Background: an optimization exercise with open tools, aiming at small area, a short achievable clock period and few clock cycles per item. Do not read the settings as production practice. For this run, only the layout was checked, not whether the RTL still works. Power is estimated from default activity; no workload was simulated.

--- design/flow/config.mk ---
export PLATFORM = sky130hd
export DESIGN_NAME = low_score_flank_window_selector
export DESIGN_NICKNAME = low_score_flank_window_selector
export VERILOG_FILES = /design/flow/design.v
export SDC_FILE = /design/flow/constraint.sdc
export NUM_CORES = 4
export LEC_CHECK = 0
export CAP_MARGIN = 20
export CORE_MARGIN = 2
export CORE_UTILIZATION = 60
export CTS_BUF_LIST = sky130_fd_sc_hd__clkbuf_8
export CTS_CLUSTER_DIAMETER = 60
export CTS_CLUSTER_SIZE = 16
export SETUP_SLACK_MARGIN = 2.8
export SLEW_MARGIN = 20
--- design/flow/constraint.sdc ---
create_clock -name core_clock -period 5.5 [get_ports {clk}]
set_input_delay 1.1000 -clock core_clock [delete_from_list [all_inputs] [get_ports {clk}]]
set_output_delay 1.1000 -clock core_clock [all_outputs]
set_load 0.01 [all_outputs]
--- design/flow/design.v ---
package lsfws_pkg;
    localparam int WINDOW_SIZE = 5;
    localparam int MID_INDEX   = WINDOW_SIZE / 2;
    localparam int FILL_W      = $clog2(WINDOW_SIZE + 1);
    localparam int POS_W       = 32;
    localparam int SCORE_W     = 17;
    localparam int QUEUE_DEPTH = 2;
    localparam int QPTR_W      = (QUEUE_DEPTH > 1) ? $clog2(QUEUE_DEPTH) : 1;
    localparam int QCNT_W      = $clog2(QUEUE_DEPTH + 1);
    localparam int PADDR_W     = 3;
    localparam int PDATA_W     = 32;
    localparam logic [SCORE_W-1:0] THRESHOLD_RESET = 17'd64881;
    localparam logic FUNC_INSERT = 1'b0;
    localparam logic FUNC_FLUSH  = 1'b1;
    localparam logic [PADDR_W-3:0] REG_SCORE_THRESHOLD = '0;
    typedef logic [POS_W-1:0]   pos_t;
    typedef logic [SCORE_W-1:0] score_t;
    typedef struct packed {
        logic   func;
        pos_t   position;
        score_t score;
    } item_t;
    typedef struct packed {
        pos_t kept_position;
        logic last;
    } result_t;
    typedef struct packed {
        pos_t [WINDOW_SIZE-1:0] positions;
        logic [WINDOW_SIZE-1:0] mask;
    } job_t;
endpackage
module low_score_flank_window_selector
(
    input  logic               clk,
    input  logic               rst_n,
    input  logic               psel,
    input  logic               penable,
    input  logic               pwrite,
    input  logic [lsfws_pkg::PADDR_W-1:0] paddr,
    input  logic [lsfws_pkg::PDATA_W-1:0] pwdata,
    output logic [lsfws_pkg::PDATA_W-1:0] prdata,
    output logic               pready,
    input  logic               item_valid,
    output logic               item_stall,
    input  lsfws_pkg::item_t              item,
    output logic               result_valid,
    input  logic               result_stall,
    output lsfws_pkg::result_t            result
);
    localparam int SLOTS   = lsfws_pkg::WINDOW_SIZE;
    localparam int SCORE_W = lsfws_pkg::SCORE_W;
    localparam int POS_W   = lsfws_pkg::POS_W;
    localparam int PDATA_W = lsfws_pkg::PDATA_W;
    lsfws_pkg::score_t           threshold_reg;
    logic [SLOTS-1:0][POS_W-1:0] pos_reg;
    logic [SLOTS-1:0]            pend_reg;
    logic [SLOTS-1:0]            last_reg;
    logic [2:0]                  unkept_reg;      
    lsfws_pkg::score_t           s1_reg;          
    lsfws_pkg::score_t           s2_reg;          
    lsfws_pkg::score_t           m_reg;           
    logic [2:0]                  fill_reg;
    logic [SLOTS-1:0]            sel_reg;         
    logic [SLOTS-1:0]            sel_lo_reg;      
    function automatic logic lt(input logic [SCORE_W-1:0] a, input logic [SCORE_W-1:0] b);
        logic [31:0] l;
        logic [31:0] e;
        l = '0;
        e = '1;
        for (int i = 0; i < SCORE_W; i++)
        begin
            l[i] = ~a[i] & b[i];
            e[i] = ~(a[i] ^ b[i]);
        end
        for (int w = 1; w < 32; w = w * 2)
            for (int i = 0; i + w < 32; i = i + 2 * w)
            begin
                l[i] = l[i+w] | (e[i+w] & l[i]);
                e[i] = e[i+w] & e[i];
            end
        lt = l[0];
    endfunction
    assign pready = 1'b1;
    always_ff @(posedge clk or negedge rst_n)
    begin
        if (!rst_n)
            threshold_reg <= lsfws_pkg::THRESHOLD_RESET;
        else if (psel && penable && pwrite && !paddr[2])
            threshold_reg <= pwdata[SCORE_W-1:0];
    end
    assign prdata = paddr[2] ? '0 : PDATA_W'(threshold_reg);
    logic             accept;
    logic             insert;
    logic             flush;
    logic             full;
    logic             b1;
    logic             b2;
    logic             bm;
    logic             low;
    logic [2:0]       unkept_sh;   
    logic [SLOTS-1:0] newp;        
    assign item_stall = pend_reg[SLOTS-1] && result_stall;
    assign accept     = item_valid && !item_stall;
    assign insert     = accept && !item.func;
    assign flush      = accept && item.func;
    assign full       = (fill_reg == 3'd5);
    assign b1 = lt(s1_reg, threshold_reg);
    assign b2 = lt(s2_reg, threshold_reg);
    assign bm = lt(m_reg, threshold_reg);
    always_comb
    begin
        if (item.func)
        begin
            unkept_sh = unkept_reg;
            if (full)
                low = b1 | b2;                           
            else
                low = (b1 && fill_reg >= 3'd1)
                    | (b2 && fill_reg >= 3'd2)
                    | (bm && fill_reg >= 3'd3);          
        end
        else
        begin
            unkept_sh = (unkept_reg == 3'd5) ? 3'd5 : unkept_reg + 3'd1;
            if (full)
                low = b2;                                
            else if (fill_reg == 3'd4)
                low = bm | b2;                           
            else
                low = 1'b0;
        end
        for (int i = 0; i < SLOTS; i++)
            newp[i] = low && (3'(i) < unkept_sh);
    end
    logic             deliver;
    logic [SLOTS-1:0] pend_left;
    logic [SLOTS-1:0] pend_next;
    logic [SLOTS-1:0] sel_next;
    assign result_valid = |pend_reg;
    assign deliver      = result_valid && !result_stall;
    assign pend_left    = deliver ? (pend_reg & ~sel_reg) : pend_reg;
    always_comb
    begin
        result = '0;
        for (int i = 0; i < SLOTS; i++)
        begin
            result[32:17] = result[32:17] | (sel_reg[i] ? pos_reg[i][31:16] : '0);
            result[16:0]  = result[16:0] | (sel_lo_reg[i] ? {pos_reg[i][15:0], last_reg[i]} : '0);
        end
    end
    logic [SLOTS-1:0] pend_sh;     
    logic [SLOTS-1:0] sel_sh;      
    logic [SLOTS-1:0] sel_new;     
    logic [SLOTS-1:0] sel_lo_next;
    always_comb
    begin
        pend_sh = insert ? {pend_left[SLOTS-2:0], 1'b0} : pend_left;
        pend_next = pend_sh | (accept ? newp : '0);
        sel_sh  = '0;
        sel_new = '0;
        for (int i = 0; i < SLOTS; i++)
        begin
            if (pend_sh[i])
            begin
                sel_sh    = '0;
                sel_sh[i] = 1'b1;
            end
            sel_new[i] = (3'(i + 1) == unkept_sh);
        end
        sel_next = (|pend_sh) ? sel_sh : ((accept && low) ? sel_new : '0);
        for (int i = 0; i < SLOTS; i++)
            if (i == SLOTS - 1)
                sel_lo_next[i] = pend_sh[i]
                               || (pend_sh == '0 && accept && low && unkept_sh == 3'(SLOTS));
            else
                sel_lo_next[i] = (pend_sh[i] && (pend_sh >> (i + 1)) == '0)
                               || (pend_sh == '0 && accept && low && unkept_sh == 3'(i + 1));
    end
    always_ff @(posedge clk or negedge rst_n)
    begin
        if (!rst_n)
        begin
            pend_reg   <= '0;
            unkept_reg <= '0;
            fill_reg   <= '0;
        end
        else
        begin
            pend_reg <= pend_next;
            if (flush || (insert && low))
                unkept_reg <= '0;
            else if (insert)
                unkept_reg <= unkept_sh;
            if (insert && !full)
                fill_reg <= fill_reg + 3'd1;
            else if (flush)
                fill_reg <= '0;
        end
    end
    always_ff @(posedge clk)
    begin
        sel_reg    <= sel_next;
        sel_lo_reg <= sel_lo_next;
        if (insert)
        begin
            pos_reg  <= {pos_reg[SLOTS-2:0], item.position};
            last_reg <= {last_reg[SLOTS-2:0], low};
            s1_reg   <= item.score;
            s2_reg   <= s1_reg;
            if (fill_reg == 3'd2 || lt(s2_reg, m_reg))
                m_reg <= s2_reg;
        end
        else if (flush)
            last_reg[0] <= last_reg[0] | newp[0];
    end
endmodule
--- design/flow/flow/run.sh ---
#!/bin/bash
# The standard layout, with plain buf_2 cells as the port buffers (the
# standard flow picks a delay cell for them). Every tool's output goes to
# flow.log here and ORFS's own logs under orfs/logs.
set -euo pipefail
bash standard.sh "BUFFER_PORTS_ARGS=-buffer_cell sky130_fd_sc_hd__buf_2" finish > flow.log 2>&1
--- design/flow/standard.sh ---
#!/bin/bash
# synth_recipe.tcl (not shown) runs the flow's synth.tcl, then flattens the netlist and writes it again
# the make line also repeats each setting of config.mk as NAME=value (left out here)
make -C /OpenROAD-flow-scripts/flow DESIGN_CONFIG=/design/flow/config.mk WORK_HOME=/design/flow/orfs CLKGATE_MAP_FILE= SYNTH_SCRIPT=/design/flow/synth_recipe.tcl "${@:-finish}"
==> flow_summary.json <==
{
  "dr.pass1.iters": 8,
  "fin_nets": 1055,
  "cp_slowest_stage_delay_ns": 0.43,
  "status": "finished clean",
  "port_buffers": 126,
  "n_antenna_cell": 0,
  "crit_path_start_kind": "flop",
  "synth_seq_cells": 254,
  "worst_pin_slew_ns": 0.9315,
  "period_share_pct": 50.10,
  "fmax_ghz": 0.3629,
  "rsz0062_at_grt": "yes",
  "cp_slowest_cell": "dfxtp_4",
  "dp_hpwl_um": 14100,
  "hold_viol": 0,
  "avgSynthCellArea_um2": 14.49,
  "netlist_area_um2": 10990,
  "clk_pin_slew_ns": 0.10,
  "die_w_um": 139.3,
  "slew_headroom_pct": 37.90,
  "tritoncts": "built",
  "period_minus_slack_ns": 2.756,
  "ys_seq_area_share_pct": 67.36,
  "yosysMostFrequentCell": "edfxtp_1",
  "crit_chain": "buf_4 > a222oi_1 > nand2_1 > buf_2",
  "synth.distinct_cells": 64,
  "critical_path_required_ns": 4.40,
  "viasPerCell": 5.989,
  "syn_to_final_growth_pct": 13.47,
  "row_count": 49,
  "gr-usage-all-layers_pct": 22.89,
  "synth_ff_type": "edfxtp_1",
  "drv_cap": 0,
  "post_drt_wl_per_cell_um": 19.84,
  "synth_top_area_cell": "edfxtp_1",
  "grt_overflow": 0,
  "cts_max_path_buffers": 3,
  "synthTopCellsByArea": "edfxtp_1 (59%), ha_1 (7.9%), dfrtp_1 (3.9%), a222oi_1 (3.0%), dfstp_2 (2.6%)",
  "skew_ns": 0.02609,
  "die_h_um": 139.3,
  "power_mw": 5.148,
  "design.core.area_um2": 17960,
  "crit_path_end_kind": "output pin",
  "start_util_pct": 61.16,
  "grt_pass1_vias": 6882,
  "syn-instance-count": 758,
  "leakage_nw": 5.083,
  "pin_count": 160,
  "min-delay-path-class": "flop to flop",
  "largest_reg_flops": 160,
  "synth_common_cells": "edfxtp_1 (216), ha_1 (69), inv_1 (59), nand2_1 (48)",
  "synth-edff-count": 216,
  "setup_viol": 0,
  "grt_first_pass_wirelength_um": 35870,
  "ant_nets": 0,
  "dr_total_vias": 6809,
  "antenna_found_initial": 1,
  "drive_above_1_share_pct": 26.65,
  "clock_latency_ns": 0.53,
  "drt_iter0_markers": 617,
  "clock-sinks": 254,
  "drcViolationCount": 0,
  "die-area_um2": 19410,
  "grt_max_degree": 104,
  "cts_root_buffer": "clkbuf_8",
  "async_flop_share_pct": 11.02,
  "finalSetupTns_ns": 0,
  "finalWirelength_um": 22560,
  "ir_drop_mv": 0.2606,
  "synth_top_area_share_pct": 59.04,
  "globalplace.congestion": 0.8793,
  "path_max_fanout": 15,
  "slew_viol_final": 0,
  "power.density_nw_per_um2": 412.9,
  "htree_levels": 1,
  "worst-setup-path-type": "flop to output pin",
  "cts_made_buffers": 20,
  "ys_warn_count": 1,
  "cp.arrival_ns": 1.66
}
power by group:
| part | internal [mW] | switching, mW | total, mW |
|---|---|---|---|
| Combinational | 0.666 | 0.788 | 1.45 |
| Clock | 0.376 | 0.600 | 0.976 |
| Sequential | 2.36 | 0.356 | 2.72 |
per-stage QoR:
stage	util (%)	hold WS, ns	setup WS, ns	cells	area, µm²
after detailed placement	65.50	0.4313	2.157	1085	11770
after global routing	69.40	0.4616	2.628	1137	12470
final	69.40	0.4477	2.744	1137	12470
after CTS	68.04	0.4547	2.752	1125	12220
after global placement	65.50	0.4243	2.243	1085	11770
after floorplan	-	0.4166	2.770	772	11070
path summary, 6_finish.rpt:
kind / depth (start not counted) / start / slack [ns] / end
worst max-delay path: 4 / sel_lo_reg[3] / 2.74 / result[5]
worst min-delay path: 0 / s2_reg[8] / 0.45 / m_reg[8]
worst max register to register: 9 / threshold_reg[15] / 2.75 / sel_lo_reg[4]
worst min register to register: 0 / s2_reg[8] / 0.45 / m_reg[8]
max in group asynchronous: 1 / rst_n / 4.36 / fill_reg[1]
min in group asynchronous: 1 / rst_n / 0.64 / threshold_reg[7]
logic make-up (layout without fill, tap and decap cells):
group                      after synthesis  after routing  share of synthesized area [%]
AOI/OAI and AO/OA                      169            169                          11.94
xor gates and xnor gates                 1              1                        0.07973
muxes                                   20             20                          2.016
adders and majority gates               69             69                          7.858
DFF                                    254            254                          67.36
other                                    2             16                        0.06835
and+or+nand+nor                        140            140                          6.469
buffers and inverters                  103            239                          4.214
final cells by class:
class                           instances  area (µm²)
Fill cell                            1275        5497
Tap cell                              229       286.5
Sequential cell                       254        7431
Clock buffer                           22       302.8
Clock inverter                         14       62.56
Timing Repair Buffer                  141       764.5
Timing Repair inverter                  1       8.758
Inverter                               61       252.7
Multi-Input combinational cell        415        3358
what timing repair did:
item	CTS	global route
hold buffers	0	0
endpoints found under the setup margin	81	56
cloned	1	0
buffers inserted	3	11
resized for setup	22	36
pin swaps	4	24
critical path, delay by kind of cell, from the launching register on:
| kind | cells | cell delay (ns) |
|---|---|---|
| DFF | 1 | 0.43 |
| and+or+nand+nor | 1 | 0.08 |
| buffers and inverters | 2 | 0.31 |
| AOI/OAI and AO/OA | 1 | 0.30 |
layout by cell type (no fill, tap or decap), drive strengths merged, types with 2 or more instances in the layout:
master,n
o32ai,2
o21a,5
clkbuf,22
a21o,13
a22oi,33
or3,3
mux2i,3
o21ai,28
nand3,10
a211oi,7
and2,2
a211o,2
buf,141
mux2,17
ha,69
dfxtp,10
a222oi,33
nor2b,19
nor2,26
nand2b,4
dfstp,11
a21oi,15
conb,16
a2bb2oi,2
nand4,8
inv,75
o211ai,2
o31ai,4
o22ai,8
edfxtp,216
dfrtp,17
a2111oi,2
a221o,2
nand2,50
and3b,2
nor3,8
nand4b,2
per-layer routing:
layer	track usage (%)	share of wire, %	routed length [µm]	vias up
met4	5.529	1.2	279	0
met2	36.92	48	10900	263
met1	33.20	44	10010	3360
met5	0	0	0	-
met3	3.682	6.1	1379	20
li1	-	-	-	3166

==> re-timing with driven ports <==
In the flow no input, the clock included, has a driving cell. The finished layout below was timed again as built, in two steps.
Step 1 sets driving cells, clkbuf_16 on the clock port and buf_2 on the other inputs (assumed; they add their load-dependent delay and slew).
Step 2 also shifts input and output timing later by t, the mid clock arrival at the registers, as if the neighbouring blocks saw the same clock.
Three values: no drivers, after step 1, after step 2; two values: the first two.
shift t [ns]: 0.562
setup slack, ns: 2.744 / 2.704 / 2.279
worst hold slack (ns): 0.448 / 0.448 / 0.448
worst register clock-pin slew, ns: 0.11 / 0.11
After both steps this run still meets setup and hold. For this run, drivers alone change the setup slack by -0.040 ns; drivers and shift together by -0.465 ns.
